What follows belongs to an exercise in optimizing a design on an open flow for small area; a production flow would make more cautious choices. Function was checked by simulation only, so behaviour that the tests miss may differ from the original. The flow treats the clock pin as an ideal source, which a real chip does not have. Power is estimated from default activity; no workload was simulated.

==> flow/design.v <==
package tft_pkg;
	typedef struct packed {
		logic [4:0] red;
		logic [5:0] green;
		logic [4:0] blue;
	} rgb565_t;
	typedef struct packed {
		logic [7:0] red;
		logic [7:0] green;
		logic [7:0] blue;
	} rgb888_t;
	typedef struct packed {
		logic pixel_stb;
		logic hblank;
		logic vblank;
	} tft_sync_t;
	typedef struct packed {
		rgb888_t rgb;
		logic    de;
	} tft_pixel_t;
	typedef struct packed {
		logic        req;
		logic [23:0] addr;
	} mem_req_t;
endpackage
`timescale 1ns/1ps
module tft_timing (
	input  logic               clk,
	input  logic               n_reset,
	output tft_pkg::tft_sync_t sync,
	output logic               flush,
	output logic               first,
	output logic               near_stb
);
logic [10:0] cnt;
logic [10:0] cnt_inc;
logic [2:0]  div;
logic [2:0]  line;
assign cnt_inc = cnt + 1'b1;
assign div     = cnt[2:0];
assign line    = cnt[10:8];
always_ff @(posedge clk, negedge n_reset) begin
	if (!n_reset)
		cnt <= '0;
	else
		cnt <= {cnt_inc[10:7], cnt_inc[6:5] | {2{~cnt_inc[7]}}, cnt_inc[4:0]};
end
assign sync     = {div == 3'd0 & (cnt[7] | cnt[6]), ~cnt[7], ~line[2] & ~line[1]};
assign flush    = line == 3'd0;
assign first    = div == 3'd1;
assign near_stb = div == 3'd0 | div[2] & (div[1] | div[0]);
endmodule
`timescale 1ns/1ps
module tft_fetch (
	input  logic                clk,
	input  logic                n_reset,
	input  tft_pkg::tft_sync_t  sync,
	input  logic                flush,
	input  logic                first,
	input  logic                near_stb,
	output tft_pkg::mem_req_t   mem,
	input  logic                rdy,
	input  logic                ifrdy,
	input  tft_pkg::rgb565_t    data,
	output tft_pkg::tft_pixel_t pixel,
	output logic                underrun
);
logic        req;
logic        accept;
logic        keep;
logic        pop;
logic        avail;
logic        shift;
logic [2:0]  beat;    
logic [2:0]  level;   
logic [2:0]  wp;      
logic [2:0]  rp;      
logic        show;    
logic        de;
logic [6:0]  ofs;     
logic [15:0] store [4];
logic [15:0] shown;
assign accept = req & rdy;
assign keep   = ifrdy & ~beat[2] & ~(beat[1] & beat[0]) & ~flush;
assign pop    = sync.pixel_stb & ~sync.hblank & ~sync.vblank;
assign avail  = (wp != rp) | keep;
assign shift  = pop & avail;
assign level = ofs[2:0] - rp + {2'b00, show};
assign req   = ~flush & (~level[2] & ~level[1] | level == 3'd2 & show & near_stb);
always_ff @(posedge clk, negedge n_reset) begin
	if (!n_reset)
		beat <= '0;
	else if (ifrdy)
		beat <= beat + 1'b1;
end
always_ff @(posedge clk, negedge n_reset) begin
	if (!n_reset) begin
		de   <= 1'b0;
		show <= 1'b0;
	end else begin
		de <= ~sync.hblank & ~sync.vblank;
		if (sync.pixel_stb)
			show <= shift;
	end
end
always_ff @(posedge clk) begin
	if (flush) begin
		wp  <= '0;
		rp  <= '0;
		ofs <= '0;
	end else begin
		if (keep)
			wp <= wp + 1'b1;
		if (shift)
			rp <= rp + 1'b1;
		if (accept)
			ofs <= ofs + 7'd3;
	end
end
always_ff @(posedge clk) begin
	if (keep)
		store[wp[1:0]] <= data;
end
always_comb begin
	shown = '0;
	for (int i = 0; i < 4; i++)
		if (show && rp[1:0] == 2'(i + 1))
			shown = shown | store[i];
end
assign mem      = {req, 4'hf, 13'd0, ofs};
assign pixel    = {shown[15:11], 3'b000, shown[10:5], 2'b00, shown[4:0], 3'b000, de};
assign underrun = de & ~show & first;
endmodule
`timescale 1ns/1ps
module tft_top (
	input  logic                clk,
	input  logic                n_reset,
	output tft_pkg::mem_req_t   mem,
	input  logic                rdy,
	input  logic                ifrdy,
	input  tft_pkg::rgb565_t    data,
	output tft_pkg::tft_pixel_t pixel,
	output tft_pkg::tft_sync_t  sync,
	output logic                underrun
);
logic flush;
logic first;
logic near_stb;
tft_timing timing_i (
	.clk      (clk),
	.n_reset  (n_reset),
	.sync     (sync),
	.flush    (flush),
	.first    (first),
	.near_stb (near_stb)
);
tft_fetch fetch_i (
	.clk      (clk),
	.n_reset  (n_reset),
	.sync     (sync),
	.flush    (flush),
	.first    (first),
	.near_stb (near_stb),
	.mem      (mem),
	.rdy      (rdy),
	.ifrdy    (ifrdy),
	.data     (data),
	.pixel    (pixel),
	.underrun (underrun)
);
endmodule
==> flow/config.mk <==
export PLATFORM = sky130hd
export DESIGN_NAME = tft_top
export DESIGN_NICKNAME = tft_top
export VERILOG_FILES = /design/flow/design.v
export SDC_FILE = /design/flow/constraint.sdc
export NUM_CORES = 4
export LEC_CHECK = 0
export CAP_MARGIN = 20
export CORE_MARGIN = 2
export CORE_UTILIZATION = 40
export SLEW_MARGIN = 20
==> flow/constraint.sdc <==
create_clock -name core_clock -period 10.0 [get_ports {clk}]
set_input_delay 2.0000 -clock core_clock [delete_from_list [all_inputs] [get_ports {clk}]]
set_output_delay 2.0000 -clock core_clock [all_outputs]
set_load 0.01 [all_outputs]
standard.sh (not shown) runs the stock make flow with config.mk's settings and CLKGATE_MAP_FILE= SYNTH_SCRIPT=/design/flow/synth_recipe.tcl, a recipe that flattens the netlist after the stock synthesis.
==> flow/flow/run.sh <==
#!/bin/bash
# Standard ORFS layout with three changes: ports are buffered with buf_1,
# constants come from one tie cell per value, and CTS adds no dummy loads.
set -euo pipefail
export BUFFER_PORTS_ARGS="-buffer_cell sky130_fd_sc_hd__buf_1"
export SKIP_REPAIR_TIE_FANOUT=1
export CTS_ARGS="-sink_clustering_enable -repair_clock_nets -dont_use_dummy_load -buf_list sky130_fd_sc_hd__clkbuf_16 -sink_clustering_size 50 -sink_clustering_max_diameter 200"
bash standard.sh synth > synth.log 2>&1
bash standard.sh "BUFFER_PORTS_ARGS=$BUFFER_PORTS_ARGS" "SKIP_REPAIR_TIE_FANOUT=$SKIP_REPAIR_TIE_FANOUT" "CTS_ARGS=$CTS_ARGS" finish > layout.log 2>&1
The first run completed with no timing, DRC or antenna violations.
Edit:
==> flow/flow/run.sh (replaced) <==
#!/bin/bash
# Standard ORFS layout with three changes: ports are buffered with buf_1,
# constants come from one tie cell per value, and CTS adds no dummy loads.
set -euo pipefail
export BUFFER_PORTS_ARGS="-buffer_cell sky130_fd_sc_hd__buf_1"
export SKIP_REPAIR_TIE_FANOUT=1
export CTS_ARGS="-sink_clustering_enable -repair_clock_nets -dont_use_dummy_load -buf_list sky130_fd_sc_hd__clkbuf_8 -sink_clustering_size 25 -sink_clustering_max_diameter 200"
bash standard.sh synth > synth.log 2>&1
bash standard.sh "BUFFER_PORTS_ARGS=$BUFFER_PORTS_ARGS" "SKIP_REPAIR_TIE_FANOUT=$SKIP_REPAIR_TIE_FANOUT" "CTS_ARGS=$CTS_ARGS" finish > layout.log 2>&1
Sequential share of layout area grows by 1.4 points.
Die area is unchanged.
Cell area fell by a few percent.
Global-route usage shrinks by 0.13 points.
Synthesized area does not change.
Worst hold slack stays flat.
Total power falls by roughly a tenth.
Clock skew came out higher by 0.0098 ns.

========
RTL: the design.v shown in full above, as it stands there.
==> flow/config.mk <==
export PLATFORM = sky130hd
export DESIGN_NAME = tft_top
export DESIGN_NICKNAME = tft_top
export VERILOG_FILES = /design/flow/design.v
export SDC_FILE = /design/flow/constraint.sdc
export NUM_CORES = 4
export LEC_CHECK = 0
export CAP_MARGIN = 20
export CORE_MARGIN = 2
export CORE_UTILIZATION = 40
export SLEW_MARGIN = 20
==> flow/constraint.sdc <==
create_clock -name core_clock -period 10.0 [get_ports {clk}]
set_input_delay 2.0000 -clock core_clock [delete_from_list [all_inputs] [get_ports {clk}]]
set_output_delay 2.0000 -clock core_clock [all_outputs]
set_load 0.01 [all_outputs]
==> flow/flow/run.sh <==
#!/bin/bash
# Standard ORFS layout with three changes: ports are buffered with buf_1,
# constants come from one tie cell per value, and CTS adds no dummy loads.
set -euo pipefail
export BUFFER_PORTS_ARGS="-buffer_cell sky130_fd_sc_hd__buf_1"
export SKIP_REPAIR_TIE_FANOUT=1
export CTS_ARGS="-sink_clustering_enable -repair_clock_nets -dont_use_dummy_load -buf_list {sky130_fd_sc_hd__clkbuf_4 sky130_fd_sc_hd__clkbuf_8} -sink_clustering_size 16"
bash standard.sh synth > synth.log 2>&1
bash standard.sh "BUFFER_PORTS_ARGS=$BUFFER_PORTS_ARGS" "SKIP_REPAIR_TIE_FANOUT=$SKIP_REPAIR_TIE_FANOUT" "CTS_ARGS=$CTS_ARGS" finish > layout.log 2>&1
The baseline finished clean.
Rerun with:
==> flow/flow/run.sh (replaced) <==
#!/bin/bash
# Standard ORFS layout with three changes: ports are buffered with buf_1,
# constants come from one tie cell per value, and CTS adds no dummy loads.
set -euo pipefail
export BUFFER_PORTS_ARGS="-buffer_cell sky130_fd_sc_hd__buf_1"
export SKIP_REPAIR_TIE_FANOUT=1
export CTS_ARGS="-sink_clustering_enable -repair_clock_nets -dont_use_dummy_load"
bash standard.sh synth > synth.log 2>&1
bash standard.sh "BUFFER_PORTS_ARGS=$BUFFER_PORTS_ARGS" "SKIP_REPAIR_TIE_FANOUT=$SKIP_REPAIR_TIE_FANOUT" "CTS_ARGS=$CTS_ARGS" finish > layout.log 2>&1
What happened: Total power is unchanged. Non-clock buffer count stays the same. Register-to-register slack stays flat. Via count is unchanged.

========
build 63:
Another version of the RTL of tft_top (not shown whole).
Size in the first run: roughly 74 I/O pins.
==> flow/config.mk <==
export PLATFORM = sky130hd
export DESIGN_NAME = tft_top
export DESIGN_NICKNAME = tft_top
export VERILOG_FILES = /design/flow/design.v
export SDC_FILE = /design/flow/constraint.sdc
export NUM_CORES = 4
export LEC_CHECK = 0
export CAP_MARGIN = 20
export CORE_MARGIN = 2
export CORE_UTILIZATION = 40
export GPL_TIMING_DRIVEN = 0
export SLEW_MARGIN = 20
==> flow/constraint.sdc <==
create_clock -name core_clock -period 10.0 [get_ports {clk}]
set_input_delay 2.0000 -clock core_clock [delete_from_list [all_inputs] [get_ports {clk}]]
set_output_delay 2.0000 -clock core_clock [all_outputs]
set_load 0.01 [all_outputs]
==> flow/flow/run.sh <==
#!/bin/bash
# Standard ORFS layout with these changes: the standard synthesis's
# combinational logic is remapped for area (resynth.tcl, flip-flops untouched),
# ports are buffered with buf_1, constants come from one tie cell per value,
# global placement is not timing-driven (pre_gpl.tcl removes the synthesis
# buffers first), CTS adds no dummy loads, a post-CTS step (post_cts.tcl) downsizes clock
# buffers while the flip-flop clock slew stays low and then downsizes
# non-critical gates (power recovery) and repairs slew and capacitance.
set -euo pipefail
export BUFFER_PORTS_ARGS="-buffer_cell sky130_fd_sc_hd__buf_1"
export SKIP_REPAIR_TIE_FANOUT=1
export CTS_ARGS="-sink_clustering_enable -repair_clock_nets -dont_use_dummy_load"
export POST_CTS_TCL="$PWD/flow/post_cts.tcl"
RES=$PWD/orfs/results/$FLOW_PLATFORM/tft_top/base

bash standard.sh synth > synth.log 2>&1

cp $RES/1_2_yosys.v $RES/1_2_yosys_standard.v
export RESYN_LIB=$FLOW_HOME/platforms/sky130hd/lib/sky130_fd_sc_hd__tt_025C_1v80.lib
export RESYN_DONT_USE="$(make -s -C $FLOW_HOME DESIGN_CONFIG=$PWD/config.mk WORK_HOME=$PWD/orfs print-DONT_USE_CELLS | sed -n 's/^DONT_USE_CELLS: //p')"
export RESYN_IN=$RES/1_2_yosys_standard.v
export RESYN_OUT=$RES/1_2_yosys.v
export RESYN_TOP=$FLOW_TOP
export RESYN_ABC=$PWD/flow/resynth.abc
YOSYS=$(command -v yosys || echo $FLOW_HOME/../tools/install/yosys/bin/yosys)
$YOSYS -c flow/resynth.tcl > resynth.log 2>&1
rm -f $RES/1_synth.odb $RES/1_synth.sdc

bash standard.sh "BUFFER_PORTS_ARGS=$BUFFER_PORTS_ARGS" \
	"SKIP_REPAIR_TIE_FANOUT=$SKIP_REPAIR_TIE_FANOUT" \
	"CTS_ARGS=$CTS_ARGS" \
	"POST_CTS_TCL=$POST_CTS_TCL" \
	"PRE_GLOBAL_PLACE_TCL=$PWD/flow/pre_gpl.tcl" \
	"POST_FLOORPLAN_TCL=$PWD/flow/post_fp.tcl" \
	finish > layout.log 2>&1
==> flow/flow/post_cts.tcl <==
# Downsize clock buffers where the flip-flop clock pins keep a slew below
# slew_limit (in the library's time unit, ns) by the placement estimate.
set slew_limit 0.120
set sizes {sky130_fd_sc_hd__clkbuf_2 sky130_fd_sc_hd__clkbuf_4}
set block [ord::get_db_block]

proc clock_sink_slew {} {
  set worst 0.0
  foreach pin [get_pins -hierarchical */CLK] {
    set s [get_property $pin slew_max]
    if {$s > $worst} { set worst $s }
  }
  return $worst
}

estimate_parasitics -placement
set bufs {}
foreach inst [$block getInsts] {
  if {[[$inst getMaster] getName] eq "sky130_fd_sc_hd__clkbuf_8"} {
    set net [[$inst findITerm X] getNet]
    if {$net ne "NULL" && [$net getSigType] eq "CLOCK"} { lappend bufs [$inst getName] }
  }
}
puts "post_cts: clock buffers $bufs, worst sink slew [clock_sink_slew]"
foreach name $bufs {
  set kept sky130_fd_sc_hd__clkbuf_8
  foreach size $sizes {
    replace_cell $name $size
    estimate_parasitics -placement
    set w [clock_sink_slew]
    if {$w <= $slew_limit} {
      set kept $size
      break
    }
  }
  if {$kept eq "sky130_fd_sc_hd__clkbuf_8"} { replace_cell $name $kept; estimate_parasitics -placement }
  puts "post_cts: $name -> $kept (worst sink slew [clock_sink_slew])"
}

# Downsize gates off the critical paths, then repair any slew or capacitance
# violation this leaves and legalize the placement again.
repair_timing -verbose -recover_power 100
estimate_parasitics -placement
repair_design -verbose -cap_margin 20 -slew_margin 20
detailed_placement
check_placement -verbose
==> flow/flow/post_fp.tcl <==
# The tie cells: synthesis leaves one for the constant 1 and one for the
# constant 0. One conb cell drives both, so the second one goes.
set block [ord::get_db_block]
set hi_cells {}
set lo_cells {}
foreach inst [$block getInsts] {
  if {[[$inst getMaster] getName] ne "sky130_fd_sc_hd__conb_1"} { continue }
  set hi [[$inst findITerm HI] getNet]
  set lo [[$inst findITerm LO] getNet]
  if {$hi ne "NULL"} { lappend hi_cells $inst }
  if {$lo ne "NULL"} { lappend lo_cells $inst }
}
if {[llength $hi_cells] == 1 && [llength $lo_cells] == 1 && [lindex $hi_cells 0] ne [lindex $lo_cells 0]} {
  set keep [lindex $lo_cells 0]
  set drop [lindex $hi_cells 0]
  set net [[$drop findITerm HI] getNet]
  [$drop findITerm HI] disconnect
  [$keep findITerm HI] connect $net
  puts "post_floorplan: [$keep getName] now also drives [$net getName]; [$drop getName] removed"
  odb::dbInst_destroy $drop
}
==> flow/flow/pre_gpl.tcl <==
remove_buffers
Other scripts of this flow, unchanged in this note and not shown: flow/flow/resynth.abc, flow/flow/resynth.tcl
Input-level comparison between build 82 and build 63:
Settings: GPL_TIMING_DRIVEN no longer set, was 0.
--- a/flow/flow/run.sh
+++ b/flow/flow/run.sh
@@ -4,4 +4,3 @@
 # ports are buffered with buf_1, constants come from one tie cell per value,
-# global placement is not timing-driven (pre_gpl.tcl removes the synthesis
-# buffers first), CTS adds no dummy loads, a post-CTS step (post_cts.tcl) downsizes clock
+# CTS adds no dummy loads, a post-CTS step (post_cts.tcl) downsizes clock
 # buffers while the flip-flop clock slew stays low and then downsizes
@@ -32,4 +31,2 @@
 	"POST_CTS_TCL=$POST_CTS_TCL" \
-	"PRE_GLOBAL_PLACE_TCL=$PWD/flow/pre_gpl.tcl" \
-	"POST_FLOORPLAN_TCL=$PWD/flow/post_fp.tcl" \
 	finish > layout.log 2>&1
removed: flow/flow/post_fp.tcl
removed: flow/flow/pre_gpl.tcl
--- outcome ---
Delta (build 82 minus build 63): hold slack increased 0.0048 ns; worst slew margin relative to its limit decreased 7.5 points; share of cell area taken by flip-flops and latches decreased 1.1 points.
Build 82 against build 63: total wirelength of the detailed-routed design +0.84%; maximum frequency +about 4.4%; synthesis-to-finish area growth +1.8 points; clock slew seen by the registers of the worst setup and hold paths +0.02 ns; portion of the clock cycle consumed by the worst path in the final layout -1.9 points.
As far as total number of sequential cells goes, build 82 and build 63 are indistinguishable; the numbers are identical.
When the final numbers for build 63 and build 82 were put side by side, the part of the total power dissipated in sequential elements turned out to be greater in build 63.
[inputs] build 77 vs build 82
--- a/flow/flow/run.sh
+++ b/flow/flow/run.sh
@@ -5,4 +5,4 @@
 # CTS adds no dummy loads, a post-CTS step (post_cts.tcl) downsizes clock
-# buffers while the flip-flop clock slew stays low and then downsizes
-# non-critical gates (power recovery) and repairs slew and capacitance.
+# buffers while the flip-flop clock slew stays low, and power recovery
+# downsizes non-critical gates.
 set -euo pipefail
@@ -31,2 +31,3 @@
 	"POST_CTS_TCL=$POST_CTS_TCL" \
+	RECOVER_POWER=100 \
 	finish > layout.log 2>&1
--- a/flow/flow/post_cts.tcl
+++ b/flow/flow/post_cts.tcl
@@ -38,9 +38 @@
 }
-
-# Downsize gates off the critical paths, then repair any slew or capacitance
-# violation this leaves and legalize the placement again.
-repair_timing -verbose -recover_power 100
-estimate_parasitics -placement
-repair_design -verbose -cap_margin 20 -slew_margin 20
-detailed_placement
-check_placement -verbose
## What came out
Build 77 had finished all stages when the layout checks came back failing, citing max-capacitance violations, max-slew violations. Delta (build 77 minus build 82): design area shows a reduction of about 1.4%, share of final-layout standard cells stronger than drive strength 1 shows a reduction of 2.6 points, sequential share of layout area shows an increase of 0.94 points, share of the clock period used by the worst path after layout shows an increase of 4.7 points. Routed wire length was higher in build 77 than in build 82. Build 82 → build 77: proportion of power drawn by the clock network about even, buffering overhead dropped 1.0 points. A master of the slowest instance on the critical path of sky130_fd_sc_hd__and2_0 is what build 77 shows, while sky130_fd_sc_hd__dfrtp_1 belongs to build 82. Between build 77 and build 82, the overall power does not differ in any meaningful way. Going from build 82 to build 77, the worst path setup slack after routing was found to have gone down by 0.47 ns. Number of clock buffers in the layout: build 77 vs build 82 identical.
Input changes introduced in build 7 (baseline for comparison: build 77):
Settings: GPL_TIMING_DRIVEN: unset -> 0.
--- a/flow/flow/run.sh
+++ b/flow/flow/run.sh
@@ -4,5 +4,6 @@
 # ports are buffered with buf_1, constants come from one tie cell per value,
-# CTS adds no dummy loads, a post-CTS step (post_cts.tcl) downsizes clock
-# buffers while the flip-flop clock slew stays low, and power recovery
-# downsizes non-critical gates.
+# global placement is not timing-driven (pre_gpl.tcl removes the synthesis
+# buffers first), CTS adds no dummy loads, a post-CTS step (post_cts.tcl) downsizes clock
+# buffers while the flip-flop clock slew stays low and then downsizes
+# non-critical gates (power recovery) and repairs slew and capacitance.
 set -euo pipefail
@@ -31,3 +32,3 @@
 	"POST_CTS_TCL=$POST_CTS_TCL" \
-	RECOVER_POWER=100 \
+	"PRE_GLOBAL_PLACE_TCL=$PWD/flow/pre_gpl.tcl" \
 	finish > layout.log 2>&1
--- a/flow/flow/post_cts.tcl
+++ b/flow/flow/post_cts.tcl
@@ -38 +38,9 @@
 }
+
+# Downsize gates off the critical paths, then repair any slew or capacitance
+# violation this leaves and legalize the placement again.
+repair_timing -verbose -recover_power 100
+estimate_parasitics -placement
+repair_design -verbose -cap_margin 20 -slew_margin 20
+detailed_placement
+check_placement -verbose
==> flow/flow/pre_gpl.tcl (new file) <==
remove_buffers
## What came out
- Build 7 did not stop at any stage, and its layout met the timing, design-rule and antenna checks.
- Build 77 and build 7 ended up with roughly the same area of all placed cells without fillers.
- Of build 7 and build 77, it is build 7 that has the lower non-clock buffer count.
- Diff build 77 -> build 7: met1 capacity usage during global routing +0.73 points; areal power density over the cells fell about 1.5%.
- Final cycle utilization of the critical path: higher on build 77
- Per the comparison of build 7 with build 77, top achievable clock speed saw an increase; number of DRC violations after detailed-routing iteration 0 higher; total power saw a decrease; proportion of layout cells with a drive suffix above 1 now larger.
--- input diff build 7..build 85 ---
Settings: swapping 40 for 55 in CORE_UTILIZATION.
Build 85 against build 7; maximum frequency is down slightly. Horizontal extent of the die shrinks by more than 10% when moving from build 7 to build 85. Build 85 reached the final stage; the timing, design-rule and antenna checks on its layout passed. In the flow results for build 7 and build 85, the cell area reported after detailed placement is larger on build 7. Build 85 ended up with a higher post-layout minimum cycle time than build 7 did. Compared with build 7, build 85 ends up with a smaller final cell area. Per the comparison of build 85 with build 7, multi-input gate count comparable, area of the die now smaller, synthesis-to-layout area growth now smaller.

-- port drivers added, routing unchanged --
The flow's constraints put no driver on any port. The routed layouts listed below were extracted and timed again, unchanged, in two steps. Step 1 sets driving cells, clkbuf_16 on the clock port and buf_2 on the other inputs (assumed; they add their load-dependent delay and slew). Step 2 times the ports against the registers' clock, not the clock port: input delays grow and output delays shrink by t, the midpoint of the rising clock arrivals with the driver on. Slacks: ideal / step 1 / step 2; pairs: ideal / step 1.
| run | t, ns | setup slack, ns | hold WS [ns] | worst setup path after step 2 | cell pins on the clock port's net |
|---|---|---|---|---|---|
| the first run of note 1 | 0.365 | 5.264 / 5.225 / 5.590 | 0.469 / 0.469 / 0.469 | register to output | 1 |
| the second run of note 1 | 0.372 | 5.243 / 5.210 / 5.583 | 0.470 / 0.470 / 0.470 | register to output | 1 |
| the first run of note 2 | 0.372 | 5.243 / 5.210 / 5.583 | 0.470 / 0.470 / 0.470 | register to output | 1 |
| the second run of note 2 | 0.372 | 5.243 / 5.210 / 5.583 | 0.470 / 0.470 / 0.470 | register to output | 1 |
| build 63 | 0.506 | 5.604 / 5.581 / 5.733 | 0.482 / 0.482 / 0.482 | input to register | 1 |
| build 82 | 0.530 | 5.790 / 5.764 / 5.867 | 0.487 / 0.487 / 0.487 | input to register | 1 |
| build 77 | 0.532 | 5.318 / 5.293 / 5.264 | 0.487 / 0.487 / 0.487 | input to register | 1 |
| build 7 | 0.496 | 5.577 / 5.548 / 5.656 | 0.492 / 0.492 / 0.492 | input to register | 1 |
| build 85 | 0.500 | 5.551 / 5.524 / 5.593 | 0.494 / 0.494 / 0.494 | input to register | 1 |
The setup slack of build 77, which loses most, moves by -0.025 ns with the drivers and by -0.054 ns with both steps.
